Background: an optimization exercise with open tools, aiming at small area, a short achievable clock period and few clock cycles per item. Do not read the settings as production practice. Where RTL was checked, it was by simulation tests only, not by an equivalence proof against the original. The RTL of run 3 was laid out without a check of its function. No activity file was given, so power comes from the tool's default toggle rates.

### flow/design.v
package mas_pkg;
  localparam int W = 256;
endpackage
module multiword_add_sequencer (
  input  logic         clk,
  input  logic         rst,
  input  logic         in_valid,
  output logic         in_ready,
  input  logic [255:0] a,
  input  logic [255:0] b,
  input  logic         cin,
  input  logic         sub,
  output logic         out_valid,
  input  logic         out_ready,
  output logic [255:0] sum,
  output logic         cout
);
  localparam int W  = 256;
  localparam int K  = 8;        
  localparam int NB = W / K;    
  localparam int LK = $clog2(K);
  localparam int LB = $clog2(NB);
  logic [W-1:0]  bx, g, p, s0_d;
  logic [NB-1:0] bg, bp;         
  logic [NB:0]   bc_d;           
  assign bx = b ^ {W{sub}};
  assign g  = a & bx;
  assign p  = a ^ bx;
  always_comb begin
    logic [K-1:0] tg, tp;
    for (int j = 0; j < NB; j++) begin
      tg = g[j*K +: K];
      tp = p[j*K +: K];
      if (j == 0) tg[0] = tg[0] | (tp[0] & (sub | cin));
      for (int l = 0; l < LK; l++)
        for (int i = 0; i < K; i++)
          if (i[l]) begin
            tg[i] = tg[i] | (tp[i] & tg[((i >> l) << l) - 1]);
            tp[i] = tp[i] & tp[((i >> l) << l) - 1];
          end
      s0_d[j*K] = p[j*K] ^ ((j == 0) ? (sub | cin) : 1'b0);
      for (int i = 1; i < K; i++) s0_d[j*K+i] = p[j*K+i] ^ tg[i-1];
      bg[j] = tg[K-1];
      bp[j] = tp[K-1];
    end
  end
  always_comb begin
    logic [NB-1:0] tg, tp;
    tg = bg;
    tp = bp;
    for (int l = 0; l < LB; l++)
      for (int i = 0; i < NB; i++)
        if (i[l]) begin
          tg[i] = tg[i] | (tp[i] & tg[((i >> l) << l) - 1]);
          tp[i] = tp[i] & tp[((i >> l) << l) - 1];
        end
    bc_d[0] = 1'b0;
    for (int j = 1; j <= NB; j++) bc_d[j] = tg[j-1];
  end
  logic [W-1:0]  s0_q;
  logic [NB:1]   bc_q;
  logic          valid_q;
  assign in_ready = ~valid_q | out_ready;
  always_ff @(posedge clk or posedge rst) begin
    if (rst)           valid_q <= 1'b0;
    else if (in_ready) valid_q <= in_valid;
  end
  always_ff @(posedge clk) begin
    if (in_ready) begin
      s0_q <= s0_d;
      bc_q <= bc_d[NB:1];
    end
  end
  always_comb begin
    logic [K-1:0] m;
    for (int i = 0; i < K; i++) sum[i] = s0_q[i];
    for (int j = 1; j < NB; j++) begin
      m = s0_q[j*K +: K];
      for (int l = 0; l < LK; l++)
        for (int i = 0; i < K; i++)
          if (i[l]) m[i] = m[i] & m[((i >> l) << l) - 1];
      sum[j*K] = s0_q[j*K] ^ bc_q[j];
      for (int i = 1; i < K; i++) sum[j*K+i] = s0_q[j*K+i] ^ (bc_q[j] & m[i-1]);
    end
  end
  assign cout      = bc_q[NB];
  assign out_valid = valid_q;
endmodule
### flow/flow/run.sh
#!/bin/bash
# The standard layout (standard.sh) with two changes:
#  - every port is buffered by the smallest buffer cell instead of the one
#    buffer_ports picks by default;
#  - after the standard synthesis, polfix.py re-chooses the polarity of the
#    full-adder groups so that fewer inverters are needed (combinational
#    cells only; registers untouched), then the layout continues from it.
set -euo pipefail
export BUFFER_PORTS_ARGS="-buffer_cell sky130_fd_sc_hd__buf_1"
R=$PWD/orfs/results/sky130hd/multiword_add_sequencer/base
bash standard.sh "$R/1_2_yosys.v" > synth.log 2>&1
cp "$R/1_2_yosys.v" "$R/1_2_yosys.standard.v"
python3 flow/polfix.py "$R/1_2_yosys.standard.v" "$R/1_2_yosys.v" > polfix.log 2>&1
bash standard.sh > layout.log 2>&1
### flow/flow/polfix.py
#!/usr/bin/env python3
"""Re-choose inverter polarity around full adders in a flat Yosys netlist.

A full adder satisfies fa(~A, ~B, ~CIN) = (~SUM, ~COUT). Synthesis sometimes
extracts adder chains in inverted polarity, which costs an inverter on most
adder inputs and outputs. This script looks through every inverter to the
signal it inverts, picks for each group of connected full adders the polarity
that needs the fewest inverters (an xor2/xnor2 driver may also swap to its
twin), and then rebuilds the inverters: one inverter per signal whose
complement is still needed. Registers and all other cells are kept as they
are.

usage: polfix.py IN.v OUT.v
"""
import re
import sys

PFX = "sky130_fd_sc_hd__"
OUTPINS = {"X", "Y", "Q", "Q_N", "SUM", "COUT", "HI", "LO"}
FA_IN = ("A", "B", "CIN")
FA_OUT = ("SUM", "COUT")


def parse(path):
    text = open(path).read()
    m = re.search(r"\n(\s*" + PFX + r")", text)
    head = text[: m.start() + 1]
    body = text[m.start() + 1:]
    tail_i = body.rindex("endmodule")
    tail = body[tail_i:]
    body = body[:tail_i]
    cells = {}
    order = []
    for cm in re.finditer(r"(" + PFX + r"\w+)\s+(\S+)\s*\((.*?)\);", body, re.S):
        pins = [(p, n.strip()) for p, n in re.findall(r"\.(\w+)\(([^()]*)\)", cm.group(3))]
        cells[cm.group(2)] = [cm.group(1), dict(pins), [p for p, _ in pins]]
        order.append(cm.group(2))
    rest = re.sub(r"(" + PFX + r"\w+)\s+(\S+)\s*\((.*?)\);", "", body, flags=re.S)
    if rest.strip():
        raise SystemExit("polfix: unexpected netlist content: %r" % rest.strip()[:200])
    return head, cells, order, tail


def output_ports(head):
    outs = set()
    for m in re.finditer(r"^\s*output\s+(\[(\d+):(\d+)\]\s+)?(\w+);", head, re.M):
        if m.group(1):
            hi, lo = int(m.group(2)), int(m.group(3))
            for i in range(min(hi, lo), max(hi, lo) + 1):
                outs.add("%s[%d]" % (m.group(4), i))
        else:
            outs.add(m.group(4))
    return outs


def esc(net):
    # an escaped identifier ends at white space
    return net + " " if net.startswith("\\") else net


def main():
    head, C, order, tail = parse(sys.argv[1])
    outports = output_ports(head)

    def is_inv(t):
        return re.match(PFX + r"(clk)?inv_\d+$", t) is not None

    drv = {}
    for n, (t, pins, _) in C.items():
        for p, net in pins.items():
            if p in OUTPINS:
                drv[net] = (n, p)

    def root(net):
        par = 0
        seen = 0
        while True:
            d = drv.get(net)
            if d is None or not is_inv(C[d[0]][0]):
                return net, par
            net = C[d[0]][1]["A"]
            par ^= 1
            seen += 1
            if seen > 100:
                raise SystemExit("polfix: inverter loop")

    # requirements: (cell, pin) -> (source net, parity), for every input pin of a
    # non-inverter cell; ports driven by an inverter keep a driver of their own
    reqs = []
    for n, (t, pins, _) in C.items():
        if is_inv(t):
            continue
        for p, net in pins.items():
            if p in OUTPINS:
                continue
            s, par = root(net)
            reqs.append((n, p, s, par))
    port_reqs = []
    for net in sorted(outports):
        d = drv.get(net)
        if d and is_inv(C[d[0]][0]):
            s, par = root(net)
            port_reqs.append((net, s, par))

    # adder groups
    fas = [n for n, c in C.items() if c[0].startswith(PFX + "fa_")]
    parent = {f: f for f in fas}

    def find(x):
        while parent[x] != x:
            parent[x] = parent[parent[x]]
            x = parent[x]
        return x

    src_fa = {}  # source net -> adder driving it
    for f in fas:
        for p in FA_OUT:
            src_fa[C[f][1][p]] = f
    for (n, p, s, par) in reqs:
        if n in parent and p in FA_IN and s in src_fa:
            a, b = find(n), find(src_fa[s])
            if a != b:
                parent[a] = b
    groups = {}
    for f in fas:
        groups.setdefault(find(f), []).append(f)
    # a group whose output is a port (or feeds a port directly) may not flip
    locked = set()
    for f in fas:
        for p in FA_OUT:
            if C[f][1][p] in outports:
                locked.add(find(f))

    flip = {g: 0 for g in groups}
    swappable = {net for net, (n, p) in drv.items()
                 if C[n][0] in (PFX + "xor2_1", PFX + "xnor2_1") and net not in outports}

    by_src = {}
    for r in reqs:
        by_src.setdefault(r[2], []).append(r)
    for (net, s, par) in port_reqs:
        by_src.setdefault(s, [])

    def phys(s):
        f = src_fa.get(s)
        return flip[find(f)] if f is not None else 0

    def need(r):
        n, p, s, par = r
        if n in parent and p in FA_IN and flip[find(n)]:
            return par ^ 1
        return par

    def src_cost(s):
        pols = {need(r) ^ phys(s) for r in by_src.get(s, [])}
        if s in swappable and len(pols) == 1:
            return 0
        return 1 if 1 in pols else 0

    def group_srcs(g):
        ss = set()
        for f in groups[g]:
            for p in FA_IN:
                ss.add(root(C[f][1][p])[0])
            for p in FA_OUT:
                ss.add(C[f][1][p])
        return ss

    gsrcs = {g: group_srcs(g) for g in groups}
    base = sum(src_cost(s) for s in by_src)
    improved = True
    passes = 0
    while improved and passes < int(__import__("os").environ.get("POLFIX_PASSES", "10")):
        improved = False
        passes += 1
        for g in groups:
            if g in locked:
                continue
            before = sum(src_cost(s) for s in gsrcs[g])
            flip[g] ^= 1
            after = sum(src_cost(s) for s in gsrcs[g])
            if after < before:
                improved = True
            else:
                flip[g] ^= 1
    if "POLFIX_ONLY" in __import__("os").environ:
        only = int(__import__("os").environ["POLFIX_ONLY"])
        for i, g in enumerate(groups):
            flip[g] = 1 if i == only and g not in locked else 0
            if i == only:
                sys.stderr.write("group %s: %s\n" % (g, groups[g]))
    final = sum(src_cost(s) for s in by_src)

    # rebuild
    old_inv = sum(1 for c in C.values() if is_inv(c[0]))
    for n in [n for n, c in C.items() if is_inv(c[0])]:
        del C[n]
        order.remove(n)
    k = [0]
    compl = {}

    def complement(s):
        if s not in compl:
            k[0] += 1
            o = "_polfix_n%d_" % k[0]
            name = "_polfix_c%d_" % k[0]
            C[name] = [PFX + "inv_1", {"A": s, "Y": o}, ["A", "Y"]]
            order.append(name)
            compl[s] = o
        return compl[s]

    swapped = set()
    for s, rs in by_src.items():
        ph = phys(s)
        pols = {need(r) ^ ph for r in rs}
        if s in swappable and pols == {1}:
            dn, dp = drv[s]
            t = C[dn][0]
            # xor2 drives X, xnor2 drives Y
            to_xor = t.endswith("xnor2_1")
            C[dn][0] = PFX + ("xor2_1" if to_xor else "xnor2_1")
            op, np_ = ("Y", "X") if to_xor else ("X", "Y")
            C[dn][1][np_] = C[dn][1].pop(op)
            C[dn][2] = [np_ if q == op else q for q in C[dn][2]]
            swapped.add(s)
            ph ^= 1
        for r in rs:
            n, p, _, _ = r
            C[n][1][p] = s if (need(r) ^ ph) == 0 else complement(s)
    for (net, s, par) in port_reqs:
        k[0] += 1
        name = "_polfix_c%d_" % k[0]
        ph = phys(s) ^ (1 if s in swapped else 0)
        if par ^ ph:
            C[name] = [PFX + "inv_1", {"A": s, "Y": net}, ["A", "Y"]]
        else:
            C[name] = [PFX + "buf_1", {"A": s, "X": net}, ["A", "X"]]
        order.append(name)
    new_inv = sum(1 for c in C.values() if is_inv(c[0]))
    sys.stderr.write("polfix: %d adders in %d groups, %d flipped; inverters %d -> %d "
                     "(cost %d -> %d)\n" % (len(fas), len(groups), sum(flip.values()),
                                            old_inv, new_inv, base, final))

    used = set()
    for (t, pins, _) in C.values():
        used.update(pins.values())
    extra = sorted(x for x in used if x.startswith("_polfix_n"))
    out = [head.rstrip("\n") + "\n"]
    for x in extra:
        out.append("  wire %s;\n" % x)
    for n in order:
        t, pins, po = C[n]
        ps = [p for p in po if p in pins] + [p for p in pins if p not in po]
        out.append("  %s %s (\n%s\n  );\n" % (t, n, ",\n".join("    .%s(%s)" % (p, esc(pins[p])) for p in ps)))
    out.append(tail)
    open(sys.argv[2], "w").write("".join(out))


if __name__ == "__main__":
    main()
### flow/standard.sh
#!/bin/bash
# synth_recipe.tcl (not shown) runs the flow's synth.tcl, then flattens the netlist and writes it again
# the make line also repeats each setting of config.mk as NAME=value (left out here)
make -C /OpenROAD-flow-scripts/flow DESIGN_CONFIG=/design/flow/config.mk WORK_HOME=/design/flow/orfs CLKGATE_MAP_FILE= SYNTH_SCRIPT=/design/flow/synth_recipe.tcl "${@:-finish}"
### flow/config.mk
export PLATFORM = sky130hd
export DESIGN_NAME = multiword_add_sequencer
export DESIGN_NICKNAME = multiword_add_sequencer
export VERILOG_FILES = /design/flow/design.v
export SDC_FILE = /design/flow/constraint.sdc
export NUM_CORES = 4
export LEC_CHECK = 0
export ABC_AREA = 1
export CAP_MARGIN = 20
export CORE_MARGIN = 2
export CORE_UTILIZATION = 40
export CTS_BUF_LIST = sky130_fd_sc_hd__clkbuf_8
export CTS_CLUSTER_DIAMETER = 100
export CTS_CLUSTER_SIZE = 12
export PLACE_DENSITY = 0.9
export SETUP_SLACK_MARGIN = 2.8
export SLEW_MARGIN = 20
### flow/constraint.sdc
create_clock -name core_clock -period 6.5 [get_ports {clk}]
set_input_delay 1.3000 -clock core_clock [delete_from_list [all_inputs] [get_ports {clk}]]
set_output_delay 1.3000 -clock core_clock [all_outputs]
set_load 0.01 [all_outputs]
==> reports/results.ini, run 1 <==
[run_status]
status = timing/DRC/antenna clean

[synthesis]
netlist_instances = 2571
synth.cell_area_sq_um = 25100
syn_avg_cell_area_sq_um = 9.74
synth_nets = 3471
ys_warn_count = 1

[sta]
whs_ps = 434
clock.fmax_mhz = 271
relSlewSlack = 0.301
period_minus_slack_ps = 3690
setup_violations = 0
tns_ps = 0
hold_violations = 0
min_period_over_period = 0.568
tightest_slew_ps = 1050
finalMaxSlewViolations = 0
rsz0062_at_grt = true
fin_skew_ps = 36.4

[setup_path]
crit_buf_inv = 4
rrSetupSlack_ps = 4190
cp.required_ps = 6890
cp-start-kind = input pin
r2r_cells = 2
cpMaxStageDelayCell = fa_1
worst_path_most_repeated_cell = nand2_1
r2r-end = s0_q[225]
worstSetupPathType = input pin to flop
critPathMaxFanout = 18
crit_family = buffers and inverters
cp.arrival_ps = 4080
critPathMaxStageDelay_ps = 430
crit_chain = clkbuf_16, buf_16, buf_16, xor2_1, ha_1, fa_1, nand2_1, nand2_1, a21oi_1, nand2_1, nand2_1, nand2_1, a21oi_4, buf_12, nand2_8, nand2_1, nand2_1
worst_setup_path_end_kind = flop
r2r_start = valid_q

[die]
start_util = 0.405
core_sq_um = 61800
die_area_sq_um = 64700
io-pin-count = 777
die_w_um = 254
placementRows = 91
fp.dieH_um = 254

[drt]
vias = 21500
drcViolationCount = 0
antenna_left = 0
drt-pass1-iter-count = 7
routed_via_density = 5.06
drtIter0Drc = 1544
wire_per_inst_um = 20.2
drt_wl_total_um = 85700

[grt]
grt_usage = 0.246
grt_pass1_wl_um = 120000
overflow = 0
grt_antenna_before_repair = 12
grt_pass1_vias = 21300
grt_max_degree = 147

[clock_tree]
cts.htree.levels = 1
numCtsBuffers = 28
cts.clk_slew.worst_paths_ps = 90
clockRootBuffer = clkbuf_8
cts_sinks = 289
ctsHoldBuffers = 0
clock_latency_ps = 650
clockBufferDepth = 3
cts_tree = done

[power]
p_total_w = 0.00721
irDropWorstVdd_v = 0.000140
leakagePower_nw = 13.3
p_per_area_nw_per_um2 = 238

[cells_and_area]
fin_cells = 4247
drive_above_1_share = 0.0635
utilization = 0.489
area_growth_pct = 20.8
nets = 4289
num-fill-cells = 5582

[placement]
portBuffers = 776
place_inst = 4161
dpl.hpwl_um = 69900
place_congestion = 1.06

[worst_hold_path]
min_path_type = input pin to async pin

[job]
cap_violations = 0

-- how the worst max path moves through the flow --
| stage | from | end | slack [ps] | depth (start not counted) |
|---|---|---|---|---|
| floorplan | out_ready | in_ready | 2690 | 2 |
| global placement | sub | bc_q[30] | 1770 | 20 |
| detailed placement | sub | bc_q[27] | 1620 | 16 |
| CTS | bc_q[26] | sum[215] | 2780 | 8 |
| global route | bc_q[11] | sum[94] | 2700 | 7 |
| finish | sub | bc_q[26] | 2810 | 17 |
-- report_power, final --
| part | switching, W | internal, W |
|---|---|---|
| combinational | 0.00201 | 0.00119 |
| sequential | 0.000270 | 0.00263 |
| clock | 0.000697 | 0.000419 |
-- placed cells by master (no fill, tap or decap), types with 5 or more instances in the layout --
master,n
a31o_2,6
buf_1,755
nand4_1,48
o21bai_1,15
xor2_2,7
nand2_2,19
clkbuf_2,11
nor2_2,35
xnor2_2,8
buf_4,34
buf_6,5
ha_1,284
fa_1,90
nand3_1,85
xnor2_1,151
a21oi_1,127
and2_1,27
nand2_1,349
a21o_1,16
and2_4,5
fa_2,7
o21ai_0,13
nor3_1,9
xor2_1,404
inv_1,351
a21oi_2,6
clkbuf_8,30
diode_2,9
nor2_1,158
buf_2,7
edfxtp_1,288
-- sequential cells by signal, indices dropped and copies added, names as in the netlist --
signal / flops
bc_q: 32
s0_q: 256
valid_q: 1
-- what timing repair did --
item                                    4_1_cts  5_1_grt
setup buffers                                 8       22
hold endpoints to repair                      0        0
resized for setup                            29       72
pin swaps                                     4       19
cloned                                        1        4
endpoints found under the setup margin       44       51
-- worst register-to-register path, cell delays in order, from the launching register on --
cell,delay (ps)
dfrtp_1,450
nand2_8,530
buf_12,580
-- per-layer routing --
metal,vias up,wire (um),global-route usage
met5,-,37,0
li1,9981,-,-
met3,230,7320,0.0596
met2,1071,41400,0.427
met1,10200,32200,0.284
met4,6,4730,0.123
-- area by class of cell --
| type | instances | area [sq um] | area share |
|---|---|---|---|
| diodes | 9 | 22.5 | 0.000744 |
| clock buffers | 30 | 413 | 0.0136 |
| clock inverters | 12 | 50.0 | 0.00165 |
| inverters | 342 | 1280 | 0.0424 |
| multi-input cells | 1903 | 15200 | 0.503 |
| flip-flops and latches | 289 | 8670 | 0.287 |
| well taps | 837 | 1050 | 0.0346 |
| repair buffers | 825 | 3540 | 0.117 |
-- stage by stage --
step / cell area [sq um] / worst slack (ps)
floorplan: 25200 / 2690
global placement: 29100 / 1770
detailed placement: 29100 / 1620
CTS: 29700 / 2780
global route: 30300 / 2700
finish: 30300 / 2810
Testbench counts, summed over its fixed seeds: cycles 1,608, items 1,600.
==> run 2: changes to the inputs <==
--- a/flow/config.mk
+++ b/flow/config.mk
@@ -13,5 +13,4 @@
 export CTS_CLUSTER_DIAMETER = 100
 export CTS_CLUSTER_SIZE = 12
-export PLACE_DENSITY = 0.9
 export SETUP_SLACK_MARGIN = 2.8
 export SLEW_MARGIN = 20
==> reports/results.ini, run 2 <==
[placement]
dpl.hpwl_um = 66200
place_congestion = 0.929
portBuffers = 776
placed_cell_area_sq_um = 29100

[die]
placementRows = 91
core_sq_um = 61800
die_area_sq_um = 64700
fp.dieH_um = 254
io-pin-count = 777
die_w_um = 254
start_util = 0.405

[setup_path]
worstSetupPathType = input pin to flop
crit_chain = clkbuf_16, buf_16, buf_4, xor2_1, ha_2, fa_2, inv_1, or2_1, nand2_2, a21oi_2, nand2_1, nand2_1, nand2_2, a21oi_4, buf_12, nand2_4, nand2_1, nand2_1
cp-start-kind = input pin
worst_setup_path_end_kind = flop
crit_family = buffers and inverters
cp.required_ps = 6910
cp.arrival_ps = 3990
r2r_cells = 2
r2r_start = valid_q
critPathMaxStageDelay_ps = 410
rrSetupSlack_ps = 4410
critPathMaxFanout = 20
r2r-end = s0_q[224]
cpMaxStageDelayCell = fa_2
worst_path_most_repeated_cell = nand2_1
crit_buf_inv = 5

[cells_and_area]
largest_register_ffs = 256
nets = 4280
drive_above_1_share = 0.0554
finalInstanceArea_sq_um = 30100
regMostFlops = s0_q
final_common_cell = buf_1
reg_top3 = s0_q x256, bc_q x32, valid_q x1
area_growth_pct = 20.0
num-fill-cells = 5994
most-common-layout-cells = buf_1 (759), xor2_1 (407), inv_1 (351)

[sta]
tightest_slew_ps = 928
finalMaxSlewViolations = 0
whs_ps = 430
period_minus_slack_ps = 3580
rsz0062_at_grt = false
clock.fmax_mhz = 279
setup_violations = 0
fin_skew_ps = 24.1
tns_ps = 0
relSlewSlack = 0.382
hold_violations = 0
min_period_over_period = 0.551

[clock_tree]
clockRootBuffer = clkbuf_8
cts_sinks = 289
clock_latency_ps = 650
cts_tree = done
numCtsBuffers = 28
cts.clk_slew.worst_paths_ps = 110
cts.htree.levels = 1
clockBufferDepth = 3
ctsHoldBuffers = 0

[grt]
grt_antenna_before_repair = 13
grt_usage = 0.231
grt_pass1_vias = 19800
grt_max_degree = 137
overflow = 0
grt_pass1_wl_um = 113000

[job]
cap_violations = 0

[run_status]
status = timing/DRC/antenna clean

[drt]
drcViolationCount = 0
drt_wl_total_um = 79300
antenna_left = 0
routed_via_density = 4.73
wire_per_inst_um = 18.7
vias = 20100
drtIter0Drc = 898
drt-pass1-iter-count = 5

[power]
leakagePower_nw = 13.2
p_per_area_nw_per_um2 = 234
irDropWorstVdd_v = 0.000132

[worst_hold_path]
min_path_type = input pin to async pin

[synthesis]
netlist_instances = 2571
syn_avg_cell_area_sq_um = 9.74
synth_nets = 3471
ys_warn_count = 1
synth.cell_area_sq_um = 25100

==> run 2: metal layers <==
metal	up-vias	routed length, um	global-route usage
li1	9950	-	-
met5	-	26	0
met1	9391	31600	0.276
met3	113	5550	0.0505
met2	595	39700	0.418
met4	4	2410	0.0640
==> run 2: power by group <==
group	internal (W)	total (W)	leakage [nW]	switching (W)
Clock	0.000420	0.00113	0.275	0.000714
Sequential	0.00262	0.00287	2.91	0.000251
Combinational	0.00116	0.00304	10.0	0.00188
==> run 2: area by class of cell <==
| cell class | instances | area (sq um) | share of cell area |
|---|---|---|---|
| Tap cell | 837 | 1050 | 0.0348 |
| Sequential cell | 289 | 8670 | 0.289 |
| Clock inverter | 11 | 48.8 | 0.00162 |
| Antenna cell | 11 | 27.5 | 0.000916 |
| Multi-Input combinational cell | 1903 | 15100 | 0.504 |
| Inverter | 342 | 1280 | 0.0427 |
| Timing Repair Buffer | 816 | 3430 | 0.114 |
| Clock buffer | 30 | 413 | 0.0137 |
==> run 2: how the worst max path moves through the flow <==
stage	cells after the start	slack [ps]	startpoint	end
after CTS	7	2780	bc_q[9]	sum[78]
after global placement	16	1710	sub	bc_q[29]
after floorplan	2	2690	out_ready	in_ready
after detailed placement	18	1650	sub	bc_q[23]
final	18	2920	sub	bc_q[27]
after global routing	17	2790	sub	bc_q[19]
==> run 2: metrics by stage <==
step / cells / power [W] / util / worst slack, ps
after floorplan: 2571 / 0.00475 / - / 2690
after global placement: 4162 / 0.00585 / 0.470 / 1710
after detailed placement: 4162 / 0.00589 / 0.470 / 1650
after CTS: 4210 / 0.00706 / 0.480 / 2780
after global routing: 4236 / 0.00754 / 0.486 / 2790
final: 4239 / 0.00705 / 0.486 / 2920
==> run 2: what timing repair did <==
action / in CTS / in global routing
gates cloned: 0 / 6
pin swaps: 5 / 13
resized for setup: 16 / 52
endpoints found under the setup margin: 32 / 51
buffers inserted: 7 / 12
==> run 3: changes to the inputs <==
--- a/flow/design.v
+++ b/flow/design.v
@@ -67,5 +67,5 @@
   end
   always_ff @(posedge clk) begin
-    if (in_ready) begin
+    if (in_valid && in_ready) begin
       s0_q <= s0_d;
       bc_q <= bc_d[NB:1];
--- a/flow/config.mk
+++ b/flow/config.mk
@@ -13,4 +13,5 @@
 export CTS_CLUSTER_DIAMETER = 100
 export CTS_CLUSTER_SIZE = 12
+export PLACE_DENSITY = 0.8
 export SETUP_SLACK_MARGIN = 2.8
 export SLEW_MARGIN = 20
==> reports/results.ini, run 3 <==
[run_status]
status = timing/DRC/antenna clean

[clock_tree]
clockRootBuffer = clkbuf_8
clock_latency_ps = 640
numCtsBuffers = 28
cts_tree = done
cts_sinks = 289
cts.htree.levels = 1
cts.clk_slew.worst_paths_ps = 90
ctsHoldBuffers = 0
clockBufferDepth = 3

[sta]
tns_ps = 0
whs_ps = 526
finalMaxSlewViolations = 0
setup_violations = 0
tightest_slew_ps = 1180
min_period_over_period = 0.558
rsz0062_at_grt = false
relSlewSlack = 0.215
hold_violations = 0
fin_skew_ps = 11.9
period_minus_slack_ps = 3620
clock.fmax_mhz = 276
setup_slack_ps = 2880

[cells_and_area]
most-common-layout-cells = buf_1 (759), xor2_1 (406), inv_1 (351)
final_common_cell = buf_1
drive_above_1_share = 0.0569
regMostFlops = s0_q
multi_input_area_sq_um = 15200
nets = 4279
num-fill-cells = 5729
fin_cells = 4241
reg_top3 = s0_q x256, bc_q x32, valid_q x1
regArea_sq_um = 8670
area_growth_pct = 19.7
utilization = 0.485
largest_register_ffs = 256

[synthesis]
syn_avg_cell_area_sq_um = 9.73
synth_nets = 3475
netlist_instances = 2575
ys_warn_count = 1
synth.cell_area_sq_um = 25100

[grt]
overflow = 0
grt_antenna_before_repair = 15
grt_usage = 0.234
grt_pass1_wl_um = 115000
grt_pass1_vias = 20500
grt_max_degree = 157

[die]
placementRows = 91
fp.dieH_um = 254
start_util = 0.405
io-pin-count = 777
die_w_um = 254
core_sq_um = 61800
die_area_sq_um = 64700

[setup_path]
crit_buf_inv = 3
rrSetupSlack_ps = 4600
critPathMaxStageDelay_ps = 410
cpMaxStageDelayCell = fa_1
critPathMaxFanout = 28
worstSetupPathType = input pin to flop
cp.required_ps = 6900
cp.arrival_ps = 4020
crit_chain = clkbuf_16, buf_12, xor2_1, ha_1, fa_1, nand3_1, nand2_1, nand2_1, nand3_1, a21oi_2, nand2_1, a21oi_4, buf_4, nand2_8, nand2_2, nand2_1
crit_family = simple AND/OR/NAND/NOR gates
worst_path_most_repeated_cell = nand2_1
r2r-end = s0_q[1]
r2r_start = valid_q
cp-start-kind = input pin
worst_setup_path_end_kind = flop
r2r_cells = 2

[placement]
place_congestion = 0.967
pre_cts_slack_ps = 1590
place_inst = 4165
portBuffers = 776
dpl.hpwl_um = 66900

[worst_hold_path]
min_path_type = input pin to async pin

[power]
p_per_area_nw_per_um2 = 208
pwr-share-comb = 0.405
pwr-share-seq = 0.418
leakagePower_nw = 13.0
irDropWorstVdd_v = 0.000137
power.switching_w = 0.00240
p_int_w = 0.00384
clkPwrFrac = 0.177
swShare = 0.385

[drt]
wire_per_inst_um = 19.0
drtIter0Drc = 1227
drt-pass1-iter-count = 5
routed_via_density = 4.90
antenna_left = 0
drcViolationCount = 0
drt_wl_total_um = 80700
vias = 20800

[job]
cap_violations = 0

==> run 3: layer usage <==
layer / GRT usage / part of all wire / vias up
met5: 0 / 0.00048 / -
met4: 0.124 / 0.054 / 6
met3: 0.0551 / 0.086 / 203
met2: 0.403 / 0.48 / 857
met1: 0.270 / 0.38 / 9731
li1: - / - / 9971
==> run 3: layout make-up <==
cell class	instances	area share
diodes	12	0.00100
clock buffers	29	0.0133
clock inverters	14	0.00192
inverters	342	0.0430
multi-input cells	1907	0.507
flip-flops and latches	289	0.289
well taps	837	0.0349
repair buffers	811	0.110
==> run 3: worst max-delay path by stage <==
stage                   start  endpoint  slack (ps)  cells past startpoint
global placement          sub  bc_q[28]        1660                     12
finish                    sub  bc_q[22]        2880                     16
detailed placement        sub  bc_q[31]        1590                     19
CTS                  bc_q[12]  sum[101]        2780                      6
global route         bc_q[18]  sum[151]        2780                      8
floorplan           out_ready  bc_q[10]          30                      2
==> run 3: power groups by stage <==
stage | Combinational, W | Sequential, W | Clock (W)
floorplan | 0.00161 | 0.00261 | 0
global placement | 0.00238 | 0.00263 | 0
detailed placement | 0.00245 | 0.00264 | 0
CTS | 0.00247 | 0.00260 | 0.00115
global route | 0.00280 | 0.00263 | 0.00120
finish | 0.00252 | 0.00261 | 0.00111
==> run 3: what timing repair did <==
| action | CTS | global route |
|---|---|---|
| gates resized for setup | 25 | 63 |
| cloned | 0 | 2 |
| setup endpoints to repair | 40 | 54 |
| buffers inserted | 6 | 13 |
| pin swaps | 6 | 16 |
==> run 3: per-stage QoR <==
stage / total power (W) / instance area (sq um)
global placement: 0.00501 / 29100
global route: 0.00664 / 30000
floorplan: 0.00422 / 25200
finish: 0.00624 / 30000
detailed placement: 0.00509 / 29100
CTS: 0.00622 / 29700
==> run 3: worst reg2reg max path, cell delays in order, from the launching register on <==
cell and delay, ps:
dfrtp_1 420, a21oi_4 210, buf_12 440
==> run 4: changes to the inputs <==
--- a/flow/design.v
+++ b/flow/design.v
@@ -67,5 +67,5 @@
   end
   always_ff @(posedge clk) begin
-    if (in_valid && in_ready) begin
+    if (in_ready) begin
       s0_q <= s0_d;
       bc_q <= bc_d[NB:1];
--- a/flow/config.mk
+++ b/flow/config.mk
@@ -14,4 +14,4 @@
 export CTS_CLUSTER_SIZE = 12
 export PLACE_DENSITY = 0.8
-export SETUP_SLACK_MARGIN = 2.8
+export SETUP_SLACK_MARGIN = 2.9
 export SLEW_MARGIN = 20
==> reports/results.ini, run 4 <==
[sta]
hold_violations = 0
setup_violations = 0
tightest_slew_ps = 972
clock.fmax_mhz = 280
relSlewSlack = 0.352
period_minus_slack_ps = 3570
finalMaxSlewViolations = 0
fin_skew_ps = 19.9
whs_ps = 478
tns_ps = 0
rsz0062_at_grt = true
min_period_over_period = 0.549

[job]
cap_violations = 0

[power]
pwr-share-comb = 0.444
p_per_area_nw_per_um2 = 234
leakagePower_nw = 13.5
swShare = 0.405
clkPwrFrac = 0.153
pwr-share-seq = 0.404
power.switching_w = 0.00290
irDropWorstVdd_v = 0.000173
p_int_w = 0.00427

[clock_tree]
clockRootBuffer = clkbuf_8
cts_tree = done
ctsHoldBuffers = 0
numCtsBuffers = 28
clockBufferDepth = 3
cts_sinks = 289
cts.htree.levels = 1
cts.clk_slew.worst_paths_ps = 90
clock_latency_ps = 650

[setup_path]
setup.worst_path.start = s0_q[49]
cp.required_ps = 5200
r2r-end = s0_q[25]
r2r_start = valid_q
worstSetupPathType = flop to primary output
rrSetupSlack_ps = 4310
worst_setup_path_end_kind = primary output
crit_end = sum[55]
r2r_cells = 2
cp-start-kind = flop
cp.arrival_ps = 2270
critPathMaxFanout = 3

[cells_and_area]
largest_register_ffs = 256
drive_above_1_share = 0.0863
area_growth_pct = 22.4
multi_input_area_sq_um = 15400
most-common-layout-cells = buf_1 (743), xor2_1 (404), inv_1 (348)
final_common_cell = buf_1
fin_cells = 4279
reg_top3 = s0_q x256, bc_q x32, valid_q x1
regArea_sq_um = 8670
num-fill-cells = 5664
nets = 4318
regMostFlops = s0_q
utilization = 0.496

[drt]
drcViolationCount = 0
drtIter0Drc = 1150
wire_per_inst_um = 18.9
drt_wl_total_um = 81000
routed_via_density = 4.91
vias = 21000
drt-pass1-iter-count = 5
antenna_left = 0

[placement]
portBuffers = 776
place_inst = 4159
dpl.hpwl_um = 65900
place_congestion = 0.969

[die]
die_area_sq_um = 64700
placementRows = 91
core_sq_um = 61800
die_w_um = 254
start_util = 0.405
io-pin-count = 777
fp.dieH_um = 254

[grt]
grt_pass1_vias = 20600
grt_usage = 0.234
overflow = 0
grtUsageMet3 = 0.0579
use_met2 = 0.396
grt_antenna_before_repair = 13
gr-usage-met1 = 0.275
grt_max_degree = 153
busiest_layer = met2
grt_pass1_wl_um = 115000

[worst_hold_path]
min_path_type = input pin to async pin

[run_status]
status = timing/DRC/antenna clean

[synthesis]
ys_warn_count = 1
synth_nets = 3471
syn_avg_cell_area_sq_um = 9.74
netlist_instances = 2571
synth.cell_area_sq_um = 25100

-- run 4: per-stage QoR --
stage / cell area [sq um] / worst slack, ps / power (W)
after floorplan: 25200 / 2690 / 0.00475
after global placement: 29000 / 1730 / 0.00579
after detailed placement: 29000 / 1700 / 0.00588
after CTS: 29900 / 2890 / 0.00703
after global routing: 30700 / 2840 / 0.00760
final: 30700 / 2930 / 0.00717
-- run 4: power groups by stage --
stage	Clock, W	Combinational, W	Sequential (W)
2_1_floorplan	0	0.00191	0.00284
3_3_place_gp	0	0.00290	0.00289
3_5_place_dp	0	0.00297	0.00292
4_1_cts	0.00111	0.00304	0.00287
5_1_grt	0.00117	0.00350	0.00293
6_report	0.00109	0.00318	0.00289
-- run 4: repair_timing --
item	4_1_cts	5_1_grt
endpoints found under the setup margin	53	64
pin swaps	2	45
gates resized for setup	39	119
cloned	4	2
buffers inserted	20	40
-- run 4: worst min-delay path by stage --
stage	from	end	slack (ps)	depth (start not counted)
2_1_floorplan	rst	valid_q	1030	1
4_1_cts	rst	valid_q	430	2
3_5_place_dp	valid_q	valid_q	990	2
6_report	rst	valid_q	480	2
5_1_grt	rst	valid_q	430	2
3_3_place_gp	valid_q	valid_q	960	2
-- run 4: metal layers --
layer,routed length (um),vias to the layer above
li1,-,10000
met4,4060,6
met2,38700,887
met3,6990,223
met5,44,-
met1,31200,9844
-- run 4: worst max-delay path, cell delays in order (launching register included) --
cell,delay [ps]
edfxtp_1,400
nand4_1,190
nor2_2,190
inv_2,60
nor2_4,130
and2_4,180
nand2_2,80
xnor2_4,230
buf_2,170
-- run 4: final cells by class --
class	instances	share of cell area
antenna	12	0.000979
clock inverter	13	0.00179
tap	837	0.0341
multi-input combinational	1903	0.503
clock buffer	29	0.0130
sequential	289	0.283
timing repair buffer	854	0.123
inverter	342	0.0419
Testbench counts of run 4, summed over its fixed seeds: cycles 1,608, items 1,600.
==> run 5: changes to the inputs <==
--- a/flow/config.mk
+++ b/flow/config.mk
@@ -14,4 +14,4 @@
 export CTS_CLUSTER_SIZE = 12
 export PLACE_DENSITY = 0.8
-export SETUP_SLACK_MARGIN = 2.9
+export SETUP_SLACK_MARGIN = 2.8
 export SLEW_MARGIN = 20
==> reports/results.ini, run 5 <==
[run_status]
status = timing/DRC/antenna clean

[sta]
setup_violations = 0
min_period_over_period = 0.553
relSlewSlack = 0.358
hold_violations = 0
tns_ps = 0
tightest_slew_ps = 963
period_minus_slack_ps = 3600
fin_skew_ps = 14.3
finalMaxSlewViolations = 0
rsz0062_at_grt = false
clock.fmax_mhz = 278
setup_slack_ps = 2900

[worst_hold_path]
min_path_type = input pin to async pin

[setup_path]
crit_buf_inv = 1
crit_cells = 7
critPathMaxStageDelay_ps = 470
worstSetupPathType = flop to primary output
crit_chain = nand4_1, nor2_1, and2_2, nand2_1, nor2_1, xor2_1, clkbuf_2
cp.arrival_ps = 2300
cpMaxStageDelayCell = edfxtp_1
cp.required_ps = 5200
worst_path_most_repeated_cell = nor2_1
cp-start-kind = flop
r2r_cells = 2
crit_family = simple AND/OR/NAND/NOR gates
worst_setup_path_end_kind = primary output
critPathMaxFanout = 3

[cells_and_area]
reg_top3 = s0_q x256, bc_q x32, valid_q x1
fin_cells = 4228
drive_above_1_share = 0.0470
num-fill-cells = 5753
area_growth_pct = 19.3
largest_register_ffs = 256
final_common_cell = buf_1
most-common-layout-cells = buf_1 (765), xor2_1 (410), inv_1 (352)
nets = 4268
regMostFlops = s0_q

[grt]
grt_pass1_vias = 20700
grt_pass1_wl_um = 114000
overflow = 0
grt_max_degree = 135
grt_antenna_before_repair = 14
grt_usage = 0.231

[clock_tree]
numCtsBuffers = 28
clockRootBuffer = clkbuf_8
clockBufferDepth = 3
cts_sinks = 289
clock_latency_ps = 640
cts_tree = done
cts.htree.levels = 1
cts.clk_slew.worst_paths_ps = 100

[synthesis]
synth.cell_area_sq_um = 25100
synth_nets = 3471
netlist_instances = 2571
syn_avg_cell_area_sq_um = 9.74
ys_warn_count = 1

[power]
leakagePower_nw = 13.1
p_per_area_nw_per_um2 = 236
irDropWorstVdd_v = 0.000152

[drt]
vias = 20700
drt_wl_total_um = 79600
antenna_left = 0
drcViolationCount = 0
routed_via_density = 4.89
drt-pass1-iter-count = 5
wire_per_inst_um = 18.8
drtIter0Drc = 1181

[placement]
place_congestion = 0.985
pre_cts_slack_ps = 1720
place_inst = 4158
portBuffers = 776
dpl.hpwl_um = 66800

[die]
start_util = 0.405
io-pin-count = 777
die_w_um = 254
placementRows = 91
die_area_sq_um = 64700
fp.dieH_um = 254
core_sq_um = 61800

[job]
cap_violations = 0

[run 5: stage by stage]
| stage | hold WS [ps] | cell area (sq um) | power (W) | utilization |
|---|---|---|---|---|
| 6_report | 460 | 29900 | 0.00705 | 0.483 |
| 2_1_floorplan | 1030 | 25200 | 0.00475 | - |
| 4_1_cts | 418 | 29600 | 0.00703 | 0.478 |
| 3_5_place_dp | 1100 | 29000 | 0.00591 | 0.470 |
| 3_3_place_gp | 1040 | 29000 | 0.00581 | 0.470 |
| 5_1_grt | 464 | 29900 | 0.00750 | 0.483 |
[run 5: worst reg2reg max path, stage by stage, from the launching register on]
cell and delay [ps]:
dfrtp_1 450, nand2_8 490, buf_4 950
[run 5: timing repair]
action,4_1_cts,5_1_grt
hold endpoints to repair,0,0
pin swaps,0,9
gates resized for setup,11,44
hold buffers,0,0
buffers inserted,3,10
gates cloned,0,4
endpoints found under the setup margin,32,43
[run 5: cell type report]
cell class	instances	area, sq um	share of cell area
antenna	11	27.5	0.000921
clock buffer	29	399	0.0134
clock inverter	13	56.3	0.00188
inverter	342	1280	0.0430
multi-input combinational	1902	15100	0.505
sequential	289	8670	0.290
tap	837	1050	0.0350
timing repair buffer	805	3320	0.111
[run 5: metal layers]
metal / GRT usage / wire length (um) / up-vias
met5: 0 / 36 / -
met4: 0.113 / 4120 / 6
met3: 0.0617 / 7160 / 230
met2: 0.390 / 37300 / 820
met1: 0.273 / 30900 / 9695
li1: - / - / 9940
[run 5: final timing paths]
check                      startpoint  slack, ps  endpoint
hold / removal                    rst        460   valid_q
min in group core_clock      in_valid        870   valid_q
setup reg to reg              valid_q       4180  s0_q[14]
setup / recovery             bc_q[22]       2900  sum[183]
hold reg to reg               valid_q       1070   valid_q
max in group asynchronous         rst       5950   valid_q
[run 5: power breakdown]
part	internal [W]	leakage [nW]	switching, W
combinational	0.00116	9.92	0.00192
clock	0.000409	0.279	0.000687
sequential	0.00262	2.91	0.000254
total	0.00419	13.1	0.00286
==> run 6: changes to the inputs <==
--- a/flow/config.mk
+++ b/flow/config.mk
@@ -7,5 +7,5 @@
 export LEC_CHECK = 0
 export ABC_AREA = 1
-export CAP_MARGIN = 20
+export CAP_MARGIN = 5
 export CORE_MARGIN = 2
 export CORE_UTILIZATION = 40
@@ -15,3 +15,3 @@
 export PLACE_DENSITY = 0.8
 export SETUP_SLACK_MARGIN = 2.8
-export SLEW_MARGIN = 20
+export SLEW_MARGIN = 5
==> reports/results.ini, run 6 <==
[cells_and_area]
regMostFlops = s0_q
final_common_cell = buf_1
reg_top3 = s0_q x256, bc_q x32, valid_q x1
multi_input_area_sq_um = 15100
drive_above_1_share = 0.0470
num-fill-cells = 5753
regArea_sq_um = 8670
utilization = 0.483
nets = 4268
fin_cells = 4228
area_growth_pct = 19.3
most-common-layout-cells = buf_1 (765), xor2_1 (410), inv_1 (352)
largest_register_ffs = 256

[setup_path]
setup.worst_path.start = bc_q[22]
r2r-end = s0_q[14]
critPathMaxFanout = 3
cp.arrival_ps = 2300
rrSetupSlack_ps = 4180
worstSetupPathType = flop to primary output
r2r_cells = 2
worst_setup_path_end_kind = primary output
cp-start-kind = flop
r2r_start = valid_q
cp.required_ps = 5200

[die]
placementRows = 91
core_sq_um = 61800
start_util = 0.405
fp.dieH_um = 254
die_area_sq_um = 64700
die_w_um = 254
io-pin-count = 777

[grt]
grt_antenna_before_repair = 14
grt_pass1_vias = 20700
grt_usage = 0.231
grt_pass1_wl_um = 114000
overflow = 0
grt_max_degree = 135

[sta]
period_minus_slack_ps = 3600
fin_skew_ps = 14.3
relSlewSlack = 0.358
tns_ps = 0
rsz0062_at_grt = false
setup_violations = 0
hold_violations = 0
tightest_slew_ps = 963
finalMaxSlewViolations = 0
clock.fmax_mhz = 278
min_period_over_period = 0.553

[drt]
vias = 20700
drtIter0Drc = 1181
drcViolationCount = 0
antenna_left = 0
drt_wl_total_um = 79600
routed_via_density = 4.89
drt-pass1-iter-count = 5
wire_per_inst_um = 18.8

[clock_tree]
clockRootBuffer = clkbuf_8
clock_latency_ps = 640
cts.htree.levels = 1
cts_sinks = 289
clockBufferDepth = 3
cts.clk_slew.worst_paths_ps = 100
numCtsBuffers = 28
cts_tree = done

[power]
p_per_area_nw_per_um2 = 236
irDropWorstVdd_v = 0.000152
leakagePower_nw = 13.1

[synthesis]
synth.cell_area_sq_um = 25100
netlist_instances = 2571
synth_nets = 3471
ys_warn_count = 1
syn_avg_cell_area_sq_um = 9.74

[worst_hold_path]
min_path_type = input pin to async pin

[placement]
dpl.hpwl_um = 66800
place_congestion = 0.985
place_inst = 4158
portBuffers = 776

[job]
cap_violations = 0

[run_status]
status = timing/DRC/antenna clean

-- run 6: final cells by class --
class | count | share of cell area
Antenna cell | 11 | 0.000921
Clock buffer | 29 | 0.0134
Clock inverter | 13 | 0.00188
Inverter | 342 | 0.0430
Multi-Input combinational cell | 1902 | 0.505
Sequential cell | 289 | 0.290
Tap cell | 837 | 0.0350
Timing Repair Buffer | 805 | 0.111
-- run 6: what timing repair did --
action / CTS / global route
gates resized for setup: 11 / 44
hold buffers: 0 / 0
pin swaps: 0 / 9
hold endpoints to repair: 0 / 0
endpoints found under the setup margin: 32 / 43
setup buffers: 3 / 10
cloned: 0 / 4
-- run 6: worst max path at each step --
stage                to  slack [ps]  cells past startpoint
2_1_floorplan  in_ready        2690                      2
3_3_place_gp   bc_q[27]        1800                     19
6_report       sum[183]        2900                      7
4_1_cts        sum[102]        2800                      7
3_5_place_dp   bc_q[25]        1720                     19
5_1_grt        sum[183]        2750                      7
-- run 6: worst max-delay path: stages, from the launching register on --
cell and delay, ps:
edfxtp_1 470, nand4_1 180, nor2_1 160, and2_2 210, nand2_1 90, nor2_1 120, xor2_1 240, clkbuf_2 190
-- run 6: metal layers --
metal,track usage,vias to the layer above,part of all wire
li1,-,9940,-
met1,0.273,9695,0.39
met2,0.390,820,0.47
met3,0.0617,230,0.090
met4,0.113,6,0.052
met5,0,-,0.00045
-- run 6: per-stage QoR --
step | setup WS [ps] | total power (W) | hold WS (ps) | instance area, sq um
6_report | 2900 | 0.00705 | 460 | 29900
5_1_grt | 2750 | 0.00750 | 464 | 29900
4_1_cts | 2800 | 0.00703 | 418 | 29600
3_5_place_dp | 1720 | 0.00591 | 1100 | 29000
3_3_place_gp | 1800 | 0.00581 | 1040 | 29000
2_1_floorplan | 2690 | 0.00475 | 1030 | 25200
-- run 6: report_power, final --
| part | internal, W | switching (W) | total, W |
|---|---|---|---|
| clock | 0.000409 | 0.000687 | 0.00110 |
| sequential | 0.00262 | 0.000254 | 0.00288 |
| combinational | 0.00116 | 0.00192 | 0.00308 |
| total | 0.00419 | 0.00286 | 0.00705 |
==> run 7: changes to the inputs <==
--- a/flow/config.mk
+++ b/flow/config.mk
@@ -7,11 +7,11 @@
 export LEC_CHECK = 0
 export ABC_AREA = 1
-export CAP_MARGIN = 5
+export CAP_MARGIN = 20
 export CORE_MARGIN = 2
 export CORE_UTILIZATION = 40
-export CTS_BUF_LIST = sky130_fd_sc_hd__clkbuf_8
+export CTS_BUF_LIST = sky130_fd_sc_hd__clkbuf_4 sky130_fd_sc_hd__clkbuf_8
 export CTS_CLUSTER_DIAMETER = 100
 export CTS_CLUSTER_SIZE = 12
 export PLACE_DENSITY = 0.8
 export SETUP_SLACK_MARGIN = 2.8
-export SLEW_MARGIN = 5
+export SLEW_MARGIN = 20
==> reports/results.ini, run 7 <==
[grt]
grt_usage = 0.231
grt_max_degree = 135
busiest_layer = met2
grt_pass1_vias = 20700
gr-usage-met1 = 0.274
use_met2 = 0.392
grtUsageMet3 = 0.0587
overflow = 0
grt_antenna_before_repair = 13
grt_pass1_wl_um = 114000

[cells_and_area]
utilization = 0.484
final_common_cell = buf_1
most-common-layout-cells = buf_1 (765), xor2_1 (410), nand2_1 (348)
nets = 4268
drive_above_1_share = 0.0506
reg_top3 = s0_q x256, bc_q x32, valid_q x1
largest_register_ffs = 256
num-fill-cells = 5755
area_growth_pct = 19.4
regMostFlops = s0_q

[drt]
drtIter0Drc = 1240
routed_via_density = 4.92
drt-pass1-iter-count = 7
drcViolationCount = 0
vias = 20800
antenna_left = 0
drt_wl_total_um = 79700
wire_per_inst_um = 18.9

[die]
placementRows = 91
io-pin-count = 777
die_w_um = 254
fp.dieH_um = 254
core_sq_um = 61800
start_util = 0.405
die_area_sq_um = 64700

[power]
irDropWorstVdd_v = 0.000151
p_per_area_nw_per_um2 = 238
leakagePower_nw = 13.1
p_total_w = 0.00713

[setup_path]
cp-start-kind = flop
worst_setup_path_end_kind = primary output
r2r_cells = 2
critPathMaxFanout = 3
r2r_start = valid_q
cp.arrival_ps = 2320
worstSetupPathType = flop to primary output
cp.required_ps = 5200
r2r-end = s0_q[15]
rrSetupSlack_ps = 4170

[clock_tree]
clockBufferDepth = 3
cts_tree = done
cts.htree.levels = 1
numCtsBuffers = 28
clock_latency_ps = 640
cts_sinks = 289
clockRootBuffer = clkbuf_8
cts.clk_slew.worst_paths_ps = 100

[sta]
relSlewSlack = 0.380
fin_skew_ps = 13.6
whs_ps = 458
clock.fmax_mhz = 277
setup_violations = 0
period_minus_slack_ps = 3620
min_period_over_period = 0.556
hold_violations = 0
tightest_slew_ps = 931
finalMaxSlewViolations = 0
tns_ps = 0
rsz0062_at_grt = true

[synthesis]
syn_avg_cell_area_sq_um = 9.74
netlist_instances = 2571
ys_warn_count = 1
synth_nets = 3471
synth.cell_area_sq_um = 25100

[placement]
dpl.hpwl_um = 66800
place_congestion = 0.985
portBuffers = 776

[job]
cap_violations = 0

[worst_hold_path]
min_path_type = input pin to async pin

[run_status]
status = timing/DRC/antenna clean

==> run 7: metal layers <==
metal  vias up  share of wire
met5         -        0.00045
met4         6          0.050
met3       217          0.090
met2       887           0.47
met1      9725           0.39
li1       9939              -
==> run 7: metrics by stage <==
step	area, sq um	cells	worst slack (ps)
final	29900	4226	2880
after global routing	29900	4223	2750
after CTS	29600	4203	2800
after detailed placement	29000	4158	1720
after global placement	29000	4158	1800
after floorplan	25200	2571	2690
==> run 7: worst max-delay path: stages (launching register included) <==
cell,delay (ps)
edfxtp_1,480
nand4_1,180
nor2_1,160
and2_2,220
nand2_1,90
nor2_1,130
xor2_1,240
clkbuf_2,190
==> run 7: final cells by class <==
cell class	count	area (sq um)	share of cell area
multi-input cells	1902	15100	0.504
well taps	837	1050	0.0350
clock buffers	41	489	0.0164
clock inverters	1	11.3	0.000376
flip-flops and latches	289	8670	0.290
diodes	9	22.5	0.000753
repair buffers	805	3320	0.111
inverters	342	1280	0.0429
==> run 7: how the worst max path moves through the flow <==
stage / from / to / cells after the start
floorplan: out_ready / in_ready / 2
global placement: sub / bc_q[27] / 19
detailed placement: sub / bc_q[25] / 19
CTS: s0_q[96] / sum[102] / 7
global route: bc_q[22] / sum[183] / 7
finish: bc_q[22] / sum[183] / 7
==> run 7: what timing repair did <==
item | CTS | global route
pin swaps | 0 | 8
setup endpoints to repair | 32 | 43
resized for setup | 11 | 44
hold buffers | 0 | 0
endpoints found under the hold margin | 0 | 0
setup buffers | 3 | 10
cloned | 0 | 4
==> run 7: power by group <==
group | switching, W | leakage, nW | internal [W]
Sequential | 0.000254 | 2.91 | 0.00262
Combinational | 0.00192 | 9.92 | 0.00116
Clock | 0.000691 | 0.270 | 0.000477
Total | 0.00287 | 13.1 | 0.00426
==> run 8: changes to the inputs <==
==> flow/flow/run.sh (replaced) <==
#!/bin/bash
# The standard layout (standard.sh) with three changes:
#  - synthesis maps the logic with the ABC script in flow/abc.script (in
#    place of ORFS's abc_area.script; the rest of the synthesis is ORFS's);
#  - after synthesis, polfix.py re-chooses the polarity of the full-adder
#    groups so that fewer inverters are needed (combinational cells only;
#    registers untouched);
#  - every port is buffered by the smallest buffer cell instead of the one
#    buffer_ports picks by default.
set -euo pipefail
export BUFFER_PORTS_ARGS="-buffer_cell sky130_fd_sc_hd__buf_1"
R=$PWD/orfs/results/sky130hd/multiword_add_sequencer/base
rm -rf "$PWD/scripts"
cp -r "$FLOW_HOME/scripts" "$PWD/scripts"
cp flow/abc.script "$PWD/scripts/abc_area.script"
SCRIPTS_DIR="$PWD/scripts" bash standard.sh "$R/1_2_yosys.v" > synth.log 2>&1
cp "$R/1_2_yosys.v" "$R/1_2_yosys.abc.v"
python3 flow/polfix.py "$R/1_2_yosys.abc.v" "$R/1_2_yosys.v" > polfix.log 2>&1
bash standard.sh > layout.log 2>&1
==> flow/flow/abc.script (new file) <==
strash
dch
map
topo
stime -c
buffer -c
upsize -c
dnsize -c
--- a/flow/config.mk
+++ b/flow/config.mk
@@ -10,5 +10,5 @@
 export CORE_MARGIN = 2
 export CORE_UTILIZATION = 40
-export CTS_BUF_LIST = sky130_fd_sc_hd__clkbuf_4 sky130_fd_sc_hd__clkbuf_8
+export CTS_BUF_LIST = sky130_fd_sc_hd__clkbuf_8
 export CTS_CLUSTER_DIAMETER = 100
 export CTS_CLUSTER_SIZE = 12
==> reports/results.ini, run 8 <==
[setup_path]
cp-start-kind = input pin
crit_family = simple AND/OR/NAND/NOR gates
r2r-end = s0_q[47]
critPathMaxStageDelay_ps = 450
crit_buf_inv = 3
r2r_start = valid_q
cp.arrival_ps = 4010
rrSetupSlack_ps = 4160
crit_chain = clkbuf_16, buf_16, xor2_1, ha_2, fa_2, inv_1, nand3b_1, a21oi_1, o21ai_1, o211ai_1, nor2_1, nor2_1, nor2_1, o31ai_2
r2r_cells = 2
worst_setup_path_end_kind = flop
worstSetupPathType = input pin to flop
cpMaxStageDelayCell = nor2_1
worst_path_most_repeated_cell = nor2_1
cp.required_ps = 6900
critPathMaxFanout = 15

[clock_tree]
cts_sinks = 289
clockBufferDepth = 3
clock_latency_ps = 650
cts_tree = done
cts.clk_slew.worst_paths_ps = 90
clockRootBuffer = clkbuf_8
cts.htree.levels = 1
numCtsBuffers = 28

[drt]
vias = 21500
drt-pass1-iter-count = 6
routed_via_density = 5.06
wire_per_inst_um = 19.8
drtIter0Drc = 1585
antenna_left = 0
drt_wl_total_um = 84100
drcViolationCount = 0

[power]
p_per_area_nw_per_um2 = 235
irDropWorstVdd_v = 0.000148
leakagePower_nw = 13.2

[run_status]
status = timing/DRC/antenna clean

[sta]
clock.fmax_mhz = 277
tightest_slew_ps = 1010
period_minus_slack_ps = 3600
tns_ps = 0
relSlewSlack = 0.325
min_period_over_period = 0.555
setup_slack_ps = 2900
hold_violations = 0
fin_skew_ps = 27.1
setup_violations = 0
finalMaxSlewViolations = 0
rsz0062_at_grt = true

[cells_and_area]
area_growth_pct = 19.9
nets = 4278
regMostFlops = s0_q
largest_register_ffs = 256
reg_top3 = s0_q x256, bc_q x32, valid_q x1
final_common_cell = buf_1
num-fill-cells = 5731
most-common-layout-cells = buf_1 (773), inv_1 (387), nor2_1 (364)
drive_above_1_share = 0.0460

[synthesis]
synth_nets = 3484
netlist_instances = 2584
syn_avg_cell_area_sq_um = 9.66
ys_warn_count = 1
synth.cell_area_sq_um = 25000

[die]
fp.dieH_um = 254
io-pin-count = 777
core_sq_um = 61700
die_w_um = 254
die_area_sq_um = 64400
placementRows = 91
start_util = 0.405

[placement]
dpl.hpwl_um = 68800
place_congestion = 0.979
pre_cts_slack_ps = 1520
portBuffers = 776

[grt]
grt_usage = 0.242
grt_antenna_before_repair = 19
grt_max_degree = 122
grt_pass1_vias = 21200
overflow = 0
grt_pass1_wl_um = 118000

[worst_hold_path]
min_path_type = input pin to async pin

[job]
cap_violations = 0

==> run 8: cell count changes in the layout (fill, tap and decap cells not counted), sizes merged, moves of 26 or more <==
| cell | previous run | this run |
|---|---|---|
| nor2 | 197 | 388 |
| nand2 | 372 | 189 |
| xor2 | 411 | 348 |
| a31oi | 0 | 50 |
| inv | 343 | 388 |
| nand3 | 86 | 45 |
| o21ai | 13 | 50 |
| nand4 | 48 | 82 |
| xnor2 | 159 | 129 |
| a21oi | 134 | 108 |
==> run 8: cell type report <==
cell class | instances | area (sq um) | area share
inverter | 376 | 1410 | 0.0472
clock inverter | 13 | 55.1 | 0.00184
multi-input combinational | 1883 | 15000 | 0.500
clock buffer | 29 | 399 | 0.0133
antenna | 10 | 25.0 | 0.000836
sequential | 289 | 8670 | 0.290
timing repair buffer | 800 | 3360 | 0.112
tap | 837 | 1050 | 0.0350
==> run 8: how the worst max path moves through the flow <==
stage	from	endpoint	slack (ps)	depth (start not counted)
2_1_floorplan	out_ready	in_ready	2690	2
3_3_place_gp	sub	bc_q[18]	1590	13
3_5_place_dp	sub	bc_q[19]	1520	13
4_1_cts	sub	bc_q[19]	2790	14
5_1_grt	bc_q[24]	sum[199]	2740	7
6_report	sub	bc_q[14]	2900	14
==> run 8: power by group <==
part           switching [W]  total, W  internal, W
clock network       0.000707   0.00111     0.000408
registers           0.000267   0.00289      0.00263
logic                0.00190   0.00304      0.00113
total                0.00287   0.00704      0.00417
==> run 8: per-layer routing <==
layer / track usage / wire [um] / vias up
li1: - / - / 10100
met3: 0.0790 / 8190 / 215
met4: 0.108 / 3650 / 22
met1: 0.272 / 31100 / 10100
met5: 0.00849 / 190 / -
met2: 0.418 / 41000 / 935
==> run 8: stage by stage <==
| step | total power (W) | instances | util | cell area, sq um | hold slack, ps |
|---|---|---|---|---|---|
| 2_1_floorplan | 0.00472 | 2584 | - | 25100 | 1030 |
| 5_1_grt | 0.00747 | 4235 | 0.485 | 29900 | 433 |
| 3_5_place_dp | 0.00586 | 4171 | 0.469 | 29000 | 1120 |
| 4_1_cts | 0.00700 | 4216 | 0.480 | 29600 | 397 |
| 6_report | 0.00704 | 4237 | 0.485 | 29900 | 453 |
| 3_3_place_gp | 0.00576 | 4171 | 0.469 | 29000 | 1110 |
==> run 8: timing repair <==
item | 4_1_cts | 5_1_grt
buffers inserted | 1 | 6
hold buffers | 0 | 0
endpoints found under the setup margin | 31 | 37
gates cloned | 2 | 5
gates resized for setup | 14 | 36
pin swaps | 1 | 14
==> run 9: changes to the inputs <==
==> flow/flow/abc.script (replaced) <==
strash
&get -n
&st
&dch
&nf
&put
topo
stime -c
buffer -c
upsize -c
dnsize -c
==> reports/results.ini, run 9 <==
[sta]
setup_violations = 0
period_minus_slack_ps = 4120
relSlewSlack = 0.339
clock.fmax_mhz = 243
whs_ps = 454
tns_ps = 0
rsz0062_at_grt = true
hold_violations = 0
finalMaxSlewViolations = 0
min_period_over_period = 0.634
fin_skew_ps = 21.8
tightest_slew_ps = 992

[drt]
drcViolationCount = 0
drt-pass1-iter-count = 6
highest_layer = met5
met3_wirelength_um = 6740
antenna_left = 0
drt_wl_total_um = 78300
routed_via_density = 5.25
drtIter0Drc = 1438
vias = 20000
wl_met1_um = 30000
wire_per_inst_um = 20.5
route.met2.wl_um = 38500

[setup_path]
cp.arrival_ps = 4480
cp.required_ps = 6860
rrSetupSlack_ps = 4190
worstSetupPathType = input pin to flop
r2r_start = valid_q
critPathMaxFanout = 7
cp-start-kind = input pin
worst_setup_path_end_kind = flop
r2r-end = s0_q[83]
r2r_cells = 2

[synthesis]
syn_avg_cell_area_sq_um = 10.8
netlist_instances = 2236
synth_nets = 3136
synth.cell_area_sq_um = 24200
ys_warn_count = 1

[cells_and_area]
nets = 3918
largest_register_ffs = 256
regMostFlops = s0_q
final_common_cell = buf_1
reg_top3 = s0_q x256, bc_q x32, valid_q x1
most-common-layout-cells = buf_1 (774), xor2_1 (382), edfxtp_1 (288)
drive_above_1_share = 0.0449
utilization = 0.486
area_growth_pct = 20.7
finalInstanceArea_sq_um = 29200

[job]
cap_violations = 0

[grt]
grt_pass1_wl_um = 116000
grt_max_degree = 146
overflow = 0
grt_usage = 0.242
grt_antenna_before_repair = 11
grt_pass1_vias = 20100

[worst_hold_path]
min_path_type = input pin to async pin

[clock_tree]
cts_tree = done
cts_sinks = 289
numCtsBuffers = 28
cts.htree.levels = 1
clockRootBuffer = clkbuf_8
clockBufferDepth = 3
clock_latency_ps = 630
cts.clk_slew.worst_paths_ps = 90

[placement]
dpl.hpwl_um = 63200
place_congestion = 0.968
placed_cell_area_sq_um = 28000
portBuffers = 776

[die]
start_util = 0.403
die_area_sq_um = 62400
io-pin-count = 777
core_sq_um = 60000
die_w_um = 250
fp.dieH_um = 250
placementRows = 90

[run_status]
status = timing/DRC/antenna clean

[power]
irDropWorstVdd_v = 0.000132
p_per_area_nw_per_um2 = 242
leakagePower_nw = 12.1
p_total_w = 0.00707

==> run 9: worst max-delay path by stage <==
stage,startpoint,depth (start not counted),endpoint
finish,sub,14,bc_q[19]
global route,sub,14,bc_q[19]
CTS,sub,14,bc_q[21]
detailed placement,sub,15,bc_q[21]
global placement,sub,14,bc_q[21]
floorplan,out_ready,1,in_ready
==> run 9: layout make-up <==
type,count,area (sq um)
antenna,2,5.00
timing repair buffer,818,3550
clock inverter,13,78.8
inverter,182,683
sequential,289,8670
fill,5457,30800
tap,782,978
multi-input combinational,1699,14800
clock buffer,29,399
==> run 9: where the power goes <==
group          internal (W)  switching (W)
clock network      0.000446       0.000681
registers           0.00263       0.000301
logic               0.00119        0.00182
total               0.00426        0.00281
==> run 9: metal layers <==
layer / GRT usage / vias up
met5: 0 / -
met4: 0.0852 / 10
met3: 0.0460 / 187
met2: 0.425 / 939
met1: 0.294 / 9583
li1: - / 9318
==> run 9: critical path: stages <==
cell and delay, ps:
clkbuf_16 160, buf_16 150, xor2_1 160, ha_1 350, a21oi_2 130, o21a_1 150
o31ai_2 80, a221o_1 430, a311o_2 420, a221o_2 490, a41oi_4 270, buf_12 160
buf_12 130, o211ai_1 90
==> run 9: per-stage QoR <==
step / setup WS, ps / instances
finish: 2380 / 3814
global route: 2360 / 3813
CTS: 2410 / 3808
detailed placement: 1060 / 3742
global placement: 1160 / 3742
floorplan: 1870 / 2236
==> run 9: what timing repair did <==
action,in CTS,in global routing
gates resized for setup,45,35
hold endpoints to repair,0,0
cloned,8,0
buffers inserted,16,4
endpoints found under the setup margin,44,27
hold buffers,0,0
pin swaps,13,16

[port drivers added, routing unchanged]
The results above use ideal ports. As a check the final layouts listed here were re-extracted and re-timed, cells and wires unchanged. Step 1 assumes that a clkbuf_16 drives the clock port and a buf_2 every other input. Step 2 also shifts input and output timing later by t, the mid clock arrival at the registers, as if the neighbouring blocks saw the same clock. Slacks: ideal / step 1 / step 2; pairs: ideal / step 1.
run	t, ns	slack for setup (ns)	hold WS [ns]	pins driven straight from the clock port
run 1	0.704	2.810 / 2.648 / 1.944	0.434 / 0.392 / 1.092	1
run 2	0.694	2.918 / 2.821 / 2.127	0.430 / 0.396 / 0.958	1
run 3	0.690	2.876 / 2.679 / 1.989	0.526 / 0.495 / 0.787	1
run 4	0.680	2.934 / 2.883 / 2.211	0.478 / 0.451 / 0.980	1
run 5	0.677	2.905 / 2.809 / 2.132	0.460 / 0.432 / 1.068	1
run 6	0.677	2.905 / 2.809 / 2.132	0.460 / 0.432 / 1.068	1
run 7	0.681	2.884 / 2.805 / 2.124	0.458 / 0.429 / 1.070	1
run 8	0.694	2.895 / 2.841 / 2.150	0.453 / 0.418 / 1.112	1
run 9	0.675	2.382 / 2.347 / 1.672	0.454 / 0.428 / 1.005	1
After both steps every run listed still meets setup and hold. For run 3, which loses most, drivers alone change the setup slack by -0.197 ns; drivers and shift together by -0.887 ns.
